Context: an optimization exercise on an open-source flow, tuned for small area. The choices shown serve that exercise and are no tape-out recipe.
In this exercise RTL edits were held to simulation tests only and were not proved equivalent to the original.
Power is estimated from default activity; no workload was simulated.

==> flow/design.v, too long to show whole: its modules and the start of the top module <==
// module synthMac: 1434 lines
// module fpgaSynth: 167 lines
module fpgaSynth (
	input  logic        MAX10_CLK2_50,
	input  logic        arstN,
	input  logic        cfgWe,
	input  logic        cfgKind,
	input  logic [1:0]  cfgVoice,
	input  logic [31:0] cfgData,
	output logic        i2sSclk,
	output logic        i2sLrclk,
	output logic        i2sData
);
  // ...
==> flow/flow/run.sh <==
#!/bin/bash
# Layout flow: the standard ORFS layout with two changes.
# 1. Yosys's "synth" normally runs a quick "abc -fast" before ORFS extracts
#    full adders; that pass rewrites the explicit carry-save adder trees with
#    mixed polarities, and the extracted full adders then need inverters
#    between them. SYNTH_ARGS=-noabc skips only that early pass; ORFS's own
#    ABC mapping still runs afterwards.
# 2. Every port still gets its own buffer, but a plain buf_1 instead of the
#    clkdlybuf4s50_1 that buffer_ports picks by default.
# Registers, floorplan, power grid, placement, CTS and routing are standard.
set -euo pipefail
export SYNTH_ARGS="-noabc"
export BUFFER_PORTS_ARGS="-buffer_cell sky130_fd_sc_hd__buf_1"
bash standard.sh > standard_flow.log 2>&1
==> flow/standard.sh <==
#!/bin/bash
# synth_recipe.tcl (not shown) runs the flow's synth.tcl, then flattens the netlist and writes it again
# the make line also repeats each setting of config.mk as NAME=value (left out here)
make -C /OpenROAD-flow-scripts/flow DESIGN_CONFIG=/design/flow/config.mk WORK_HOME=/design/flow/orfs CLKGATE_MAP_FILE= SYNTH_SCRIPT=/design/flow/synth_recipe.tcl "${@:-finish}"
==> flow/config.mk <==
export PLATFORM = sky130hd
export DESIGN_NAME = fpgaSynth
export DESIGN_NICKNAME = fpgaSynth
export VERILOG_FILES = /design/flow/design.v
export SDC_FILE = /design/flow/constraint.sdc
export NUM_CORES = 4
export LEC_CHECK = 0
export CAP_MARGIN = 20
export CORE_MARGIN = 2
export CORE_UTILIZATION = 70
export CTS_BUF_LIST = sky130_fd_sc_hd__clkbuf_16
export CTS_CLUSTER_DIAMETER = 100
export CTS_CLUSTER_SIZE = 28
export SLEW_MARGIN = 20
==> flow/constraint.sdc <==
create_clock -name core_clock -period 12.0 [get_ports {MAX10_CLK2_50}]
set_input_delay 2.4000 -clock core_clock [delete_from_list [all_inputs] [get_ports {MAX10_CLK2_50}]]
set_output_delay 2.4000 -clock core_clock [all_outputs]
set_load 0.01 [all_outputs]
==> flow_summary_export.csv, run 1 <==
group,metric,value,unit
finish,largest_register_ff_count,160,
route,drc_errors,0,
worst_setup_path,slowest_delay,0.85,ns
grt,grt_pass1_wl,79600,um
grt,grt_overflow,0,
pwr,vdd_drop_max,0.500,mV
synthesis,yosys-top-cells-count,"dfxtp_1 (289), nor2_1 (249), fa_1 (238)",
worst_setup_path,crit_arrival,10.00,ns
finish,clkbuf_count,22,
finish,diodes,0,
worst_setup_path,worstSetupPathType,"flop to flop",
route,routedWlPerCell,21.4,um
grt,grtUsageTotal,28.2,%
synthesis,synthesis.area,25000,um^2
synthesis,ys_seq_area_share,51.2,%
pwr,pg_clk,841,uW
worst_setup_path,crit_top_cell,"fa_1",
pwr,comb-power,3.98,mW
worst_setup_path,regToRegEndpoint,"acc[17]",
pwr,p_int,4.13,mW
finish,signal_buffers,66,
cts,clock_latency,0.57,ns
finish,multi_input_area_share,44.3,%
worst_setup_path,crit_family,"adder cells",
worst_setup_path,crit_cells,26,
worst_setup_path,r2r_slack,2.30,ns
worst_setup_path,worstSetupEndpoint,"acc[17]",
worst_setup_path,required,12.30,ns
worst_setup_path,r2r-start,"vIdx[0]",
finish,regMostFlops,"ph",
worst_setup_path,crit_path_max_fanout,46,
worst_hold_path,min_from,"ph[2][26]",
finish,postLayoutCoreUtil,74.1,%
cts,cts.clk_slew.worst_paths,0.11,ns
finish,stdcell_area,26200,um^2
worst_hold_path,worstHoldEndpoint,"ph[1][26]",
outcome,status,"timing/DRC/antenna clean",
finish,areaGrowthSynthToFinish,4.91,%
cts,h-tree-depth,1,
cts,cts_root_buf,"clkbuf_16",
synthesis,synthFlopType,"dfxtp_1",
worst_setup_path,cp-start-kind,"flop",
synthesis,synth_cell_types,63,
==> run 2, diff against run 1 <==
--- a/flow/flow/run.sh
+++ b/flow/flow/run.sh
@@ -1,3 +1,3 @@
 #!/bin/bash
-# Layout flow: the standard ORFS layout with two changes.
+# Layout flow: the standard ORFS layout with three changes.
 # 1. Yosys's "synth" normally runs a quick "abc -fast" before ORFS extracts
@@ -7,3 +7,7 @@
 #    ABC mapping still runs afterwards.
-# 2. Every port still gets its own buffer, but a plain buf_1 instead of the
+# 2. Adders' carry chains use Yosys's default Brent-Kung lookahead instead of
+#    ORFS's Kogge-Stone map: setting SYNTH_OPERATIONS_ARGS (to the harmless
+#    -noshare, which the standard flow's synth wrapper passes anyway) replaces the
+#    default "-extra-map lcu_kogge_stone.v".
+# 3. Every port still gets its own buffer, but a plain buf_1 instead of the
 #    clkdlybuf4s50_1 that buffer_ports picks by default.
@@ -12,2 +16,3 @@
 export SYNTH_ARGS="-noabc"
+export SYNTH_OPERATIONS_ARGS="-noshare"
 export BUFFER_PORTS_ARGS="-buffer_cell sky130_fd_sc_hd__buf_1"
--- a/flow/config.mk
+++ b/flow/config.mk
@@ -13,2 +13,4 @@
 export CTS_CLUSTER_SIZE = 28
+export GPL_ROUTABILITY_DRIVEN = 0
+export GPL_TIMING_DRIVEN = 0
 export SLEW_MARGIN = 20
==> flow_summary_export.csv, run 2 <==
group,metric,value,unit
outcome,status,"timing/DRC/antenna clean",
floorplanning,num_rows,68,
route,wl_met2,24100,um
route,viasPerCell,5.85,
sta,fin_crit_sh,89.3,%
finish,largest_register_ff_count,160,
synthesis,avgSynthCellArea,13.8,um^2
cts,post-cts-setup-buffers,0,
synthesis,yosysTopAreaCellShare,25.7,%
worst_setup_path,crit_top_cell,"fa_1",
synthesis,synthTopCellsByArea,"edfxtp_1 (26%), dfxtp_1 (24%), fa_1 (20%), ha_1 (5.0%), nor2_1 (3.7%)",
grt,antenna_found_initial,1,
finish,layout_common_cells,"dfxtp_1 (289), fa_1 (246), nor2_1 (240)",
worst_setup_path,crit_family,"adder cells",
grt,first_global_vias,14383,
synthesis,synthesis.area,24600,um^2
cts,cts_root_buf,"clkbuf_16",
route,firstDrtPassIters,5,
synthesis,syn_inst,1778,
pwr,clkPwrFrac,15.7,%
worst_setup_path,path_buf_inv,9,
sta,drv_slew,0,
synthesis,yosys.area.top_type,"edfxtp_1",
sta,rsz0062_at_grt,"no",
synthesis,synth_cell_types,51,
sta,skew,0.0396,ns
synthesis,async_flop_share,5.31,%
worst_setup_path,end_kind,"flop",
worst_setup_path,crit_slowest_cell,"clkbuf_1",
sta,fin_setup_tns,0,ns
flow_run,max-cap-violations,0,
pwr,combPwrFrac,48.4,%
route,wl_met1,20900,um
cts,cts.sinks,527,
finish,postLayoutCoreUtil,75.5,%
pwr,netSwitchingFraction,37.1,%
pwr,power_density,223,nW/um^2
cts,cts_made_buffers,23,
worst_setup_path,required,12.34,ns
floorplanning,dieArea,36600,um^2
worst_setup_path,slowest_delay,0.61,ns
grt,grt_overflow,0,
route,met3_length,3320,um
synthesis,ys_seq_area_share,52.1,%
cts,cts_tree,"built",
route,vias,13564,
grt,grtUsageTotal,28.9,%
route,routedWlPerCell,21.8,um
finish,drive_above_1_share,9.34,%
finish,diodes,0,
sta,slew_headroom,33.5,%
synthesis,post-synth-top-count-cell,"dfxtp_1",
pwr,p_int,3.66,mW
route,wl,50500,um
synthesis,yosys-top-cells-count,"dfxtp_1 (289), fa_1 (246), nor2_1 (240)",
synthesis,synthFlopType,"dfxtp_1",
finish,areaGrowthSynthToFinish,6.17,%
worst_hold_path,hold_path.class,"flop to flop",
pwr,seqPwrFrac,36.0,%
route,drc_errors,0,
finish,regMostFlops,"ph",
synthesis,syn-num-nets,2160,
pwr,p_leak,11.0,nW
worst_setup_path,crit_arrival,11.06,ns
route,detail-route-antenna-nets,0,
cts,h-tree-depth,1,
floorplanning,dieHeight,191,um
grt,grt_pass1_wl,78900,um
synthesis,synth_warnings,3,
floorplanning,initial_core_util,71.2,%
cts,cts.clk_slew.worst_paths,0.10,ns
cts,hold_buffers,0,
synthesis,synth_edf_count,210,
finish,final_common_cell,"dfxtp_1",
sta,setup_viol,0,
route,drtIter0Drc,970,
route,top_layer,"met5",
floorplanning,die_w,191,um
pwr,vdd_drop_max,0.589,mV
worst_setup_path,crit_path_max_fanout,11,
worst_setup_path,worstSetupPathType,"flop to flop",
synthesis,ys_ff_latch,527,
cts,cts_resized,0,
sta,fin_hold_ws,0.325,ns
sta,worstMarginPinSlew,0.998,ns
placement,portBuffers,40,
finish,top_regs,"ph: 160 flops, incrReg: 128 flops, ring: 128 flops",
sta,hold_violations,0,
sta,finalCriticalPeriod,10.71,ns
floorplanning,io_pins,41,
grt,grt_max_degree,30,
pwr,power.switching,2.15,mW
worst_setup_path,cp-start-kind,"flop",
cts,clockBufferDepth,3,
finish,num-nets-final,2229,
placement,hpwl,37600,um
cts,clock_latency,0.59,ns
floorplanning,coreArea,34500,um^2
sta,max_freq,0.0934,GHz
finish,num-fill-cells,2198,
==> run 2: changes by cell type in the layout (fill, tap and decap cells not counted), moves of 6 or more <==
cell	before	now
buf_1	39	45
clkbuf_1	0	60
buf_2	0	11
xnor2_1	20	5
and2_1	11	5
nand3_1	15	8
o21ai_0	50	43
a21oi_1	25	14
fa_1	238	246
nor2_1	249	240
buf_4	26	1
a21o_1	32	26
nand4_1	8	2
==> run 2: stage by stage <==
stage / std cells / total power [mW] / setup slack (ns) / cell area, um^2
final: 2317 / 5.81 / 1.29 / 26100
after CTS: 2317 / 5.82 / 1.29 / 26100
after floorplan: 1778 / 4.16 / 3.17 / 24600
after detailed placement: 2277 / 4.86 / 1.45 / 25400
after global placement: 2273 / 4.66 / 1.59 / 25300
after global routing: 2317 / 6.24 / 0.715 / 26100
==> run 2: logic make-up after synthesis <==
group           after synthesis  synth area share, %
compound gates              138                 3.54
mux                         126                 7.42
flops                       527                 52.1
xor+xnor                     34                 1.21
buf+inv                     148                 2.36
simple gates                461                 8.32
fa+ha+maj                   344                 25.0
==> run 2: path summary, 6_finish.rpt <==
check / startpoint / endpoint / slack, ns / cells past startpoint
worst max-delay path: vIdx[1] / acc[15] / 1.29 / 31
worst min-delay path: ring[25] / ring[26] / 0.32 / 0
worst max register to register: vIdx[1] / acc[15] / 1.29 / 31
worst min register to register: ring[25] / ring[26] / 0.32 / 0
max in group asynchronous: arstN / c[1] / 9.68 / 1
min in group asynchronous: arstN / incrSet[0] / 1.87 / 1
==> run 2: routing by layer <==
layer  vias to the layer above  track usage [%]
met5                         -                0
met4                         2             11.0
met3                       113             5.80
met2                       464             46.9
met1                      6878             39.0
li1                       6107                -
==> run 2: layout make-up <==
class,count,area (um^2),share of cell area [%]
Clock inverter,17,128,0.489
Sequential cell,527,12800,49.1
Tap cell,455,569,2.18
Multi-Input combinational cell,1103,11200,42.9
Timing Repair Buffer,44,239,0.916
Inverter,70,263,1.01
Buffer,78,317,1.21
Clock buffer,23,576,2.21
==> run 2: power groups by stage <==
stage,sequential (mW),combinational [mW],clock (mW)
after floorplan,2.12,2.04,0
after global placement,2.13,2.54,0
after detailed placement,2.13,2.73,0
after CTS,2.09,2.80,0.926
after global routing,2.09,3.15,0.987
final,2.09,2.81,0.910
==> run 2: worst reg2reg max path: cells and delay by family (launching register included) <==
family	cells	cell delay [ns]
simple gates	5	0.83
buf+inv	9	2.46
compound gates	6	1.80
flops	1	0.42
mux	1	0.39
fa+ha+maj	10	4.60
==> run 3, diff against run 2 <==
--- a/flow/config.mk
+++ b/flow/config.mk
@@ -13,4 +13,3 @@
 export CTS_CLUSTER_SIZE = 28
-export GPL_ROUTABILITY_DRIVEN = 0
-export GPL_TIMING_DRIVEN = 0
+export PLACE_DENSITY = 0.8
 export SLEW_MARGIN = 20
==> flow_summary_export.csv, run 3 <==
group,metric,value,unit
finish,drive_above_1_share,10.1,%
floorplanning,coreArea,34500,um^2
sta,fin_setup_tns,0,ns
floorplanning,num_rows,68,
worst_setup_path,crit_path_max_fanout,32,
cts,cts_resized,0,
finish,areaGrowthSynthToFinish,5.21,%
synthesis,synthFlopType,"dfxtp_1",
finish,final_cells,2261,
finish,largest_register_ff_count,160,
placement,dpl.cell_count,2221,
sta,slew_headroom,25.9,%
route,wl,47800,um
worst_setup_path,end_kind,"flop",
worst_setup_path,r2r_slack,2.22,ns
placement,hpwl,33500,um
worst_setup_path,worstSetupPathType,"flop to flop",
floorplanning,initial_core_util,71.2,%
finish,regMostFlops,"ph",
placement,gp_congestion,0.863,
floorplanning,dieHeight,191,um
synthesis,ys_seq_area_share,52.1,%
worst_setup_path,path_buf_inv,6,
synthesis,synth_cell_types,51,
pwr,p_leak,11.0,nW
sta,fin_crit_sh,81.5,%
finish,postLayoutCoreUtil,74.9,%
outcome,status,"timing/DRC/antenna clean",
floorplanning,die_w,191,um
worst_setup_path,cp-start-kind,"flop",
sta,drv_slew,0,
route,drc_errors,0,
route,vias,13405,
grt,grtUsageTotal,27.4,%
cts,cts_root_buf,"clkbuf_16",
placement,placedInstanceArea,25200,um^2
worst_setup_path,crit_slowest_cell,"a31oi_1",
worst_hold_path,hold_path.class,"flop to flop",
pwr,power_density,217,nW/um^2
worst_setup_path,required,12.33,ns
grt,grt_max_degree,47,
finish,num-fill-cells,2195,
synthesis,synth_warnings,3,
cts,cts_made_buffers,22,
finish,final_common_cell,"dfxtp_1",
finish,diodes,0,
finish,top_regs,"ph: 160 flops, incrReg: 128 flops, ring: 128 flops",
placement,portBuffers,40,
cts,cts.clk_slew.worst_paths,0.10,ns
route,firstDrtPassIters,8,
pwr,vdd_drop_max,0.252,mV
synthesis,synthTopCellsByArea,"edfxtp_1 (26%), dfxtp_1 (24%), fa_1 (20%), ha_1 (5.0%), nor2_1 (3.7%)",
sta,fin_hold_ws,0.323,ns
worst_hold_path,min_from,"ph[1][29]",
cts,cts.sinks,527,
sta,setup_viol,0,
synthesis,syn_inst,1778,
synthesis,yosys.area.top_type,"edfxtp_1",
finish,stdcell_area,25900,um^2
sta,hold_violations,0,
synthesis,synthesis.area,24600,um^2
cts,hold_buffers,0,
sta,max_freq,0.102,GHz
route,drtIter0Drc,1040,
finish,multi_input_area,11200,um^2
cts,h-tree-depth,1,
synthesis,avgSynthCellArea,13.8,um^2
synthesis,syn-num-nets,2160,
cts,cts_tree,"built",
synthesis,yosys-top-cells-count,"dfxtp_1 (289), fa_1 (246), nor2_1 (240)",
pwr,seqPwrFrac,37.3,%
sta,skew,0.0256,ns
pwr,power.switching,2.01,mW
cts,clockBufferDepth,3,
route,detail-route-antenna-nets,0,
pwr,combPwrFrac,47.2,%
route,viasPerCell,5.93,
synthesis,synth_edf_count,210,
pwr,netSwitchingFraction,35.8,%
worst_setup_path,crit_top_cell,"fa_1",
sta,worstMarginPinSlew,1.11,ns
sta,rsz0062_at_grt,"no",
synthesis,yosysTopAreaCellShare,25.7,%
worst_setup_path,crit_arrival,10.10,ns
finish,num-nets-final,2172,
worst_setup_path,r2r-start,"vIdx[1]",
grt,grt_overflow,0,
pwr,p_int,3.60,mW
worst_setup_path,crit_family,"adder cells",
sta,finalCriticalPeriod,9.78,ns
synthesis,post-synth-top-count-cell,"dfxtp_1",
grt,first_global_vias,14288,
worst_setup_path,cp-startpoint,"vIdx[1]",
flow_run,max-cap-violations,0,
grt,grt_pass1_wl,76300,um
synthesis,ys_ff_latch,527,
route,routedWlPerCell,21.1,um
floorplanning,io_pins,41,
floorplanning,dieArea,36600,um^2
grt,antenna_found_initial,0,
finish,seq_area,12800,um^2
pwr,clkPwrFrac,15.5,%
worst_setup_path,slowest_delay,0.87,ns
finish,layout_common_cells,"dfxtp_1 (289), fa_1 (246), nor2_1 (240)",
cts,clock_latency,0.57,ns
synthesis,async_flop_share,5.31,%
cts,post-cts-setup-buffers,0,
==> run 3: cell types whose count changed in the layout (fill, tap and decap cells not counted), sizes merged <==
cell    before  now
clkbuf      83   24
buf         62   65
bufinv       1    0
clkinv       1    2
==> run 3: final cells by class <==
cell class,instances,area share (%)
clock buffers,23,2.23
flip-flops and latches,527,49.6
repair buffers,66,1.34
multi-input cells,1103,43.3
well taps,455,2.20
inverters,70,1.02
clock inverters,17,0.348
==> run 3: power groups by stage <==
stage               Combinational (mW)  Clock, mW  Sequential [mW]
floorplan                         2.04          0             2.12
finish                            2.65      0.867             2.09
detailed placement                2.65          0             2.13
global placement                  2.52          0             2.13
CTS                               2.66      0.886             2.09
global route                      3.05      0.947             2.10
==> run 3: cell families after synthesis <==
group           count (synthesis)  synth area share, %
compound gates                138                 3.54
flops                         527                 52.1
mux                           126                 7.42
fa+ha+maj                     344                 25.0
xor+xnor                       34                 1.21
buf+inv                       148                 2.36
simple gates                  461                 8.32
==> run 3: path summary, 6_finish.rpt <==
| kind | end | cells past startpoint |
|---|---|---|
| hold / removal | ph[0][29] | 0 |
| setup reg to reg | acc[15] | 28 |
| max in group asynchronous | vIdx[0] | 1 |
| setup / recovery | acc[15] | 28 |
| min in group asynchronous | incrSet[3] | 1 |
| hold reg to reg | ph[0][29] | 0 |
==> run 3: metrics by stage <==
stage          setup WS, ns  total power, mW
2_1_floorplan          3.17             4.16
3_3_place_gp           2.51             4.64
3_5_place_dp           2.25             4.78
4_1_cts                2.22             5.64
5_1_grt                1.59             6.09
6_report               2.22             5.61
==> run 3: metal layers <==
metal | up-vias | wire length (um) | GRT usage, %
met2 | 518 | 23400 | 45.2
met1 | 6786 | 19700 | 37.6
met4 | 0 | 1410 | 8.61
met3 | 117 | 3300 | 4.90
met5 | - | 0 | 0
li1 | 5984 | - | -
==> run 4, diff against run 3 <==
--- a/flow/config.mk
+++ b/flow/config.mk
@@ -13,3 +13,2 @@
 export CTS_CLUSTER_SIZE = 28
-export PLACE_DENSITY = 0.8
 export SLEW_MARGIN = 20
==> flow_summary_export.csv, run 4 <==
group,metric,value,unit
outcome,status,"timing/DRC/antenna clean",
cts,clock_latency,0.56,ns
pwr,vdd_drop_max,0.393,mV
route,viasPerCell,5.91,
finish,final_common_cell,"dfxtp_1",
grt,use_met3,4.52,%
synthesis,ys_ff_latch,527,
finish,seq_area,12800,um^2
synthesis,synthFlopType,"dfxtp_1",
worst_setup_path,crit_slowest_cell,"dfrtp_4",
route,detail-route-antenna-nets,0,
synthesis,post-synth-top-count-cell,"dfxtp_1",
sta,fin_crit_sh,80.0,%
synthesis,ys_seq_area_share,52.1,%
floorplanning,initial_core_util,71.2,%
sta,finalCriticalPeriod,9.60,ns
grt,grt_use_met2,46.1,%
cts,h-tree-depth,1,
sta,fin_setup_tns,0,ns
synthesis,synthMuxAreaShare,7.42,%
floorplanning,io_pins,41,
worst_setup_path,r2r-start,"vIdx[0]",
finish,drive_above_1_share,10.2,%
finish,layout_common_cells,"dfxtp_1 (289), fa_1 (246), nor2_1 (240)",
sta,drv_slew,0,
route,drc_errors,0,
finish,areaGrowthSynthToFinish,5.28,%
sta,skew,0.0359,ns
worst_setup_path,required,12.32,ns
worst_hold_path,min_from,"ring[66]",
synthesis,synth-xor-area-share,1.21,%
synthesis,yosysTopAreaCellShare,25.7,%
synthesis,async_flop_share,5.31,%
cts,cts_resized,0,
route,drtIter0Drc,915,
cts,cts_root_buf,"clkbuf_16",
worst_setup_path,worst-r2r-cell-count,28,
floorplanning,dieArea,36600,um^2
grt,gr-max-usage-layer,"met2",
grt,grt_max_degree,54,
finish,num-fill-cells,2232,
worst_setup_path,regToRegEndpoint,"acc[16]",
cts,post-cts-setup-buffers,0,
worst_hold_path,hold_depth,0,
sta,fin_ws,2.40,ns
cts,clockBufferDepth,3,
synthesis,syn_inst,1778,
synthesis,synth_warnings,3,
pwr,power_density,220,nW/um^2
worst_setup_path,crit_arrival,9.92,ns
finish,largest_register_ff_count,160,
placement,dpl.cell_count,2221,
route,vias,13366,
placement,pre_cts_slack,2.29,ns
finish,regMostFlops,"ph",
sta,worstMarginPinSlew,1.02,ns
placement,gp_congestion,0.884,
pwr,p_leak,11.0,nW
synthesis,yosys.area_share.simple,8.32,%
synthesis,synth_compound_area_share,3.54,%
worst_setup_path,slowest_delay,0.92,ns
floorplanning,dieHeight,191,um
synthesis,yosys-top-cells-count,"dfxtp_1 (289), fa_1 (246), nor2_1 (240)",
finish,multi_input_area,11200,um^2
grt,first_global_vias,14166,
worst_hold_path,hold_path.class,"flop to flop",
finish,num-nets-final,2173,
worst_setup_path,end_kind,"flop",
synthesis,synth-adder-area-share,25.0,%
cts,cts.sinks,527,
worst_setup_path,worstSetupPathType,"flop to flop",
finish,top_regs,"ph: 160 flops, incrReg: 128 flops, ring: 128 flops",
worst_setup_path,crit_path_max_fanout,44,
sta,fin_hold_ws,0.322,ns
finish,stdcell_area,25900,um^2
route,routedWlPerCell,21.5,um
sta,max_freq,0.104,GHz
worst_setup_path,crit_top_cell,"fa_1",
route,firstDrtPassIters,5,
grt,grtUsageTotal,27.8,%
placement,hpwl,33900,um
grt,antenna_found_initial,1,
route,wl,48700,um
synthesis,syn-num-nets,2160,
cts,hold_buffers,0,
cts,cts.clk_slew.worst_paths,0.11,ns
placement,portBuffers,40,
sta,slew_headroom,31.7,%
grt,grt_overflow,0,
floorplanning,coreArea,34500,um^2
placement,placedInstanceArea,25200,um^2
synthesis,synth_top_family_by_area,"adder cells",
grt,met1_usage,38.9,%
floorplanning,num_rows,68,
worst_hold_path,worstHoldEndpoint,"ring[67]",
floorplanning,die_w,191,um
synthesis,synthTopCellsByArea,"edfxtp_1 (26%), dfxtp_1 (24%), fa_1 (20%), ha_1 (5.0%), nor2_1 (3.7%)",
sta,hold_violations,0,
sta,setup_viol,0,
cts,cts_made_buffers,23,
sta,rsz0062_at_grt,"no",
worst_setup_path,r2r_slack,2.40,ns
finish,final_cells,2262,
synthesis,avgSynthCellArea,13.8,um^2
worst_setup_path,cp-start-kind,"flop",
synthesis,synthesis.area,24600,um^2
synthesis,yosys.area.top_type,"edfxtp_1",
synthesis,synth_cell_types,51,
flow_run,max-cap-violations,0,
grt,grt_pass1_wl,76900,um
cts,cts_tree,"built",
synthesis,synth_edf_count,210,
## run 4: report_power, final
part / total, mW / switching [mW] / internal, mW
logic: 2.72 / 1.54 / 1.19
registers: 2.09 / 0.0172 / 2.07
clock network: 0.876 / 0.518 / 0.359
total: 5.69 / 2.07 / 3.62
## run 4: worst max-delay path by stage
stage | start | end | slack (ns) | cells after the start
2_1_floorplan | vIdx[0] | acc[16] | 3.17 | 32
3_3_place_gp | vIdx[0] | acc[15] | 2.36 | 28
3_5_place_dp | vIdx[0] | acc[16] | 2.29 | 27
4_1_cts | vIdx[0] | acc[16] | 2.28 | 28
5_1_grt | vIdx[0] | acc[16] | 1.91 | 28
6_report | vIdx[0] | acc[16] | 2.40 | 28
## run 4: cell type report
class,count,area share [%]
inverter,70,1.02
sequential,527,49.5
antenna,1,0.00967
timing repair buffer,66,1.34
multi-input combinational,1103,43.3
tap,455,2.20
clock buffer,23,2.22
clock inverter,17,0.367
## run 4: cells by family (layout without fill, tap and decap cells)
family,count (synthesis),count (layout)
xor gates and xnor gates,34,34
other,0,1
AOI/OAI and AO/OA,138,138
buffers and inverters,148,176
adders and majority gates,344,344
muxes,126,126
and+or+nand+nor,461,461
DFF,527,527
## run 4: stage by stage
stage,power (mW),utilization (%)
2_1_floorplan,4.16,-
3_3_place_gp,4.69,72.9
3_5_place_dp,4.86,72.9
4_1_cts,5.71,74.9
5_1_grt,6.14,74.9
6_report,5.69,74.9
## run 4: per-layer routing
| layer | wire length, um | vias up |
|---|---|---|
| li1 | - | 5997 |
| met1 | 20700 | 6860 |
| met2 | 23800 | 422 |
| met3 | 3000 | 85 |
| met4 | 1190 | 2 |
| met5 | 13 | - |
## run 4: critical path, delay by kind of cell, from the launching register on
family,cells,cell delay [ns]
multiplexers,1,0.28
adder cells (fa/ha/maj),10,4.18
AND/OR/NAND/NOR,5,0.85
AO/OA/AOI/OAI,7,2.20
XOR/XNOR,1,0.14
buffers and inverters,4,0.78
flip-flops,1,0.92

==> what the ideal ports hide <==
How much do the figures lean on ideal ports? The routed layouts below were timed once more, with nothing changed but the port constraints.
Step 1: set_driving_cell puts a clkbuf_16 on MAX10_CLK2_50 and a buf_2 on each other input, an assumption about the parent block.
Step 2 also shifts input and output timing later by t, the mid clock arrival at the registers, as if the neighbouring blocks saw the same clock.
Three values: ideal, step 1, step 2; two values: the first two.
run	t, ns	setup WS [ns]	worst setup path at the end	slew at the worst register clock pin (ns)
run 1	0.609	2.303 / 2.303 / 2.303	register to register	0.11 / 0.11
run 2	0.625	1.288 / 1.288 / 1.288	register to register	0.11 / 0.11
run 3	0.615	2.224 / 2.224 / 2.224	register to register	0.11 / 0.11
run 4	0.596	2.398 / 2.398 / 2.398	register to register	0.11 / 0.11
After both steps setup and hold are still met in every run listed.
